Background: an optimization exercise with open tools, aiming at small area and few clock cycles per item. Do not read the settings as production practice.
Only simulation tests tie the RTL to the original design; equivalence was not proved.
No driver is modelled on the clock port, so clocking that relies on it looks cheaper here than on a real chip.

// dot_prod_top
module dot_prod_top #(
   parameter int sample_w = dot_pkg::sample_w,
   parameter int prod_w   = dot_pkg::prod_w,
   parameter int sum_w    = dot_pkg::sum_w,
   parameter int out_w    = dot_pkg::out_w,
   parameter int dot_len  = dot_pkg::dot_len
) (
   input  logic                       clk,
   input  logic                       rst_n_i,
   input  logic                       req_i,
   input  logic signed [sample_w-1:0] xi_i,
   input  logic signed [sample_w-1:0] xq_i,
   input  logic signed [sample_w-1:0] yi_i,
   input  logic signed [sample_w-1:0] yq_i,
   input  logic                       res_ack_i,
   output logic                       ack_o,
   output logic                       res_req_o,
   output logic signed [out_w-1:0]    res_i_o,
   output logic signed [out_w-1:0]    res_q_o
);
For scale: roughly 620 cells after synthesis, about 120 flip-flops, roughly 100 I/O pins.
export LEC_CHECK = 0
export CAP_MARGIN = 20
export CORE_MARGIN = 2
export CORE_UTILIZATION = 40
export SLEW_MARGIN = 20
create_clock -name core_clock -period 8.0 [get_ports {clk}]
standard.sh (not shown) runs the stock make flow with config.mk's settings and CLKGATE_MAP_FILE= SYNTH_SCRIPT=/design/flow/synth_recipe.tcl, a recipe that flattens the netlist after the stock synthesis.
==> flow/flow/run.sh <==
#!/bin/bash
# Layout flow: the standard flow (standard.sh) with three changes that
# only affect cell choice, not the design or its constraints:
#  - ABC maps the synthesized logic with an area-oriented script
#    (flow/abc_area_nf.script) instead of the speed script; synthesis is
#    otherwise synth_recipe.tcl unchanged (same passes, flatten, renames);
#  - the port buffers that ORFS inserts are sky130_fd_sc_hd__buf_1;
#  - clock_tree_synthesis gets the arguments in flow/cts_args (small clock
#    buffers, no dummy loads).
# make's output goes to standard.log here; each tool's full log is under
# orfs/logs.
set -euo pipefail
here=$(pwd)
{
  printf 'proc abc {args} {\n'
  printf '  set i [lsearch -exact $args -script]\n'
  printf '  if {$i >= 0} { lset args [expr {$i + 1}] %s/flow/abc_area_nf.script }\n' "$here"
  printf '  yosys abc {*}$args\n'
  printf '}\n'
  cat synth_recipe.tcl
} > my_synth.tcl
sed "s#SYNTH_SCRIPT=[^ ]*#SYNTH_SCRIPT=$here/my_synth.tcl#" standard.sh > my_standard.sh
grep -q "SYNTH_SCRIPT=$here/my_synth.tcl" my_standard.sh
# optional extra arguments for yosys synth (flow/synth_args), e.g. -noabc
# to leave the fine-grained logic to extract_fa and the final ABC run.
if [[ -s flow/synth_args ]]; then export SYNTH_ARGS="$(cat flow/synth_args)"; fi
export BUFFER_PORTS_ARGS="-buffer_cell sky130_fd_sc_hd__buf_1"
export CTS_ARGS="$(cat flow/cts_args)"
bash my_standard.sh > standard.log 2>&1
==> flow/flow/abc_area_nf.script <==
&get -n
&st
&dch
&nf -a
&put
topo
stime -c
==> flow/flow/cts_args <==
-sink_clustering_enable -repair_clock_nets -dont_use_dummy_load -buf_list {sky130_fd_sc_hd__clkbuf_8} -sink_clustering_size 30 -sink_clustering_max_diameter 200 -sink_clustering_levels 1 -sink_clustering_buffer sky130_fd_sc_hd__clkbuf_8
==> flow/flow/synth_args <==
-noabc
The baseline went through all stages and came out clean.
Testbench counts at the start, summed over its fixed seeds: cycles 9,612, results 320.
Change:
==> flow/flow/cts_args (replaced) <==
-sink_clustering_enable -repair_clock_nets -dont_use_dummy_load -buf_list {sky130_fd_sc_hd__clkbuf_4} -sink_clustering_size 10 -sink_clustering_max_diameter 60 -sink_clustering_levels 1
Worst setup slack is better by 5.2 ps. Via count is about the same. Final area goes down by about 1.2%. Final cell count hardly moves.
Change:
--- a/flow/flow/run.sh
+++ b/flow/flow/run.sh
@@ -22 +22,2 @@
-sed "s#SYNTH_SCRIPT=[^ ]*#SYNTH_SCRIPT=$here/my_synth.tcl#" standard.sh > my_standard.sh
+# also: the buffers synthesis puts on pass-through outputs are buf_1.
+sed -e "s#SYNTH_SCRIPT=[^ ]*#SYNTH_SCRIPT=$here/my_synth.tcl MIN_BUF_CELL_AND_PORTS='sky130_fd_sc_hd__buf_1 A X'#" standard.sh > my_standard.sh
Effect: Flip-flop and latch count does not change. Area after synthesis drops slightly. Design area hardly moves. Hold slack gains 10 ps. Register-to-register slack is worse by 40 ps. Die area went down slightly.
Change:
--- a/flow/flow/run.sh
+++ b/flow/flow/run.sh
@@ -22,2 +22 @@
-# also: the buffers synthesis puts on pass-through outputs are buf_1.
-sed -e "s#SYNTH_SCRIPT=[^ ]*#SYNTH_SCRIPT=$here/my_synth.tcl MIN_BUF_CELL_AND_PORTS='sky130_fd_sc_hd__buf_1 A X'#" standard.sh > my_standard.sh
+sed "s#SYNTH_SCRIPT=[^ ]*#SYNTH_SCRIPT=$here/my_synth.tcl#" standard.sh > my_standard.sh
==> flow/flow/cts_args (replaced) <==
-sink_clustering_enable -repair_clock_nets -dont_use_dummy_load -buf_list {sky130_fd_sc_hd__clkbuf_8}
Worst setup slack is better by 39 ps.
Worst hold slack hardly moves.
Non-clock buffer count came out lower by 2.
Critical path depth came out lower by 1.
Routed wire length came out lower by about 2%.
First-iteration DRC count came out lower by about 1.2%.
Die area came out higher by 0.47%.
Global-route usage hardly moves.
Final cell count came out higher by 2.3%.
Utilization came out higher by 0.49 points.

==> static timing again, ports no longer ideal <==
No port has a modelled driver above. Below, the same layouts with a new extraction and two added sets of constraints. Step 1 (the two cells are an assumption about what drives the block):
set clk [get_ports {clk}]
set_driving_cell -lib_cell sky130_fd_sc_hd__clkbuf_16 $clk
set_driving_cell -lib_cell sky130_fd_sc_hd__buf_2 [delete_from_list [all_inputs] $clk]
Step 2 adds t to the input delays and takes it off the output delays; t is the mean of the earliest and latest rising clock arrival at the registers after step 1. Input paths then give back, and output paths get back, about the clock's delay inside the block. Slacks: ideal ports / drivers / drivers and shift; pairs: ideal ports / drivers.
run	t (ns)	setup WS [ns]	hold WS [ns]	worst setup path after step 2	slew at the worst register clock pin (ns)
the first run	0.472	0.816 / 0.816 / 0.816	0.308 / 0.308 / 0.308	register to register	0.08 / 0.08
the second run	0.545	0.821 / 0.821 / 0.821	0.300 / 0.300 / 0.300	register to register	0.11 / 0.11
the third run	0.550	0.777 / 0.777 / 0.777	0.310 / 0.310 / 0.310	register to register	0.12 / 0.12
the fourth run	0.472	0.816 / 0.816 / 0.816	0.308 / 0.308 / 0.308	register to register	0.08 / 0.08
After both steps every run listed still meets setup and hold.
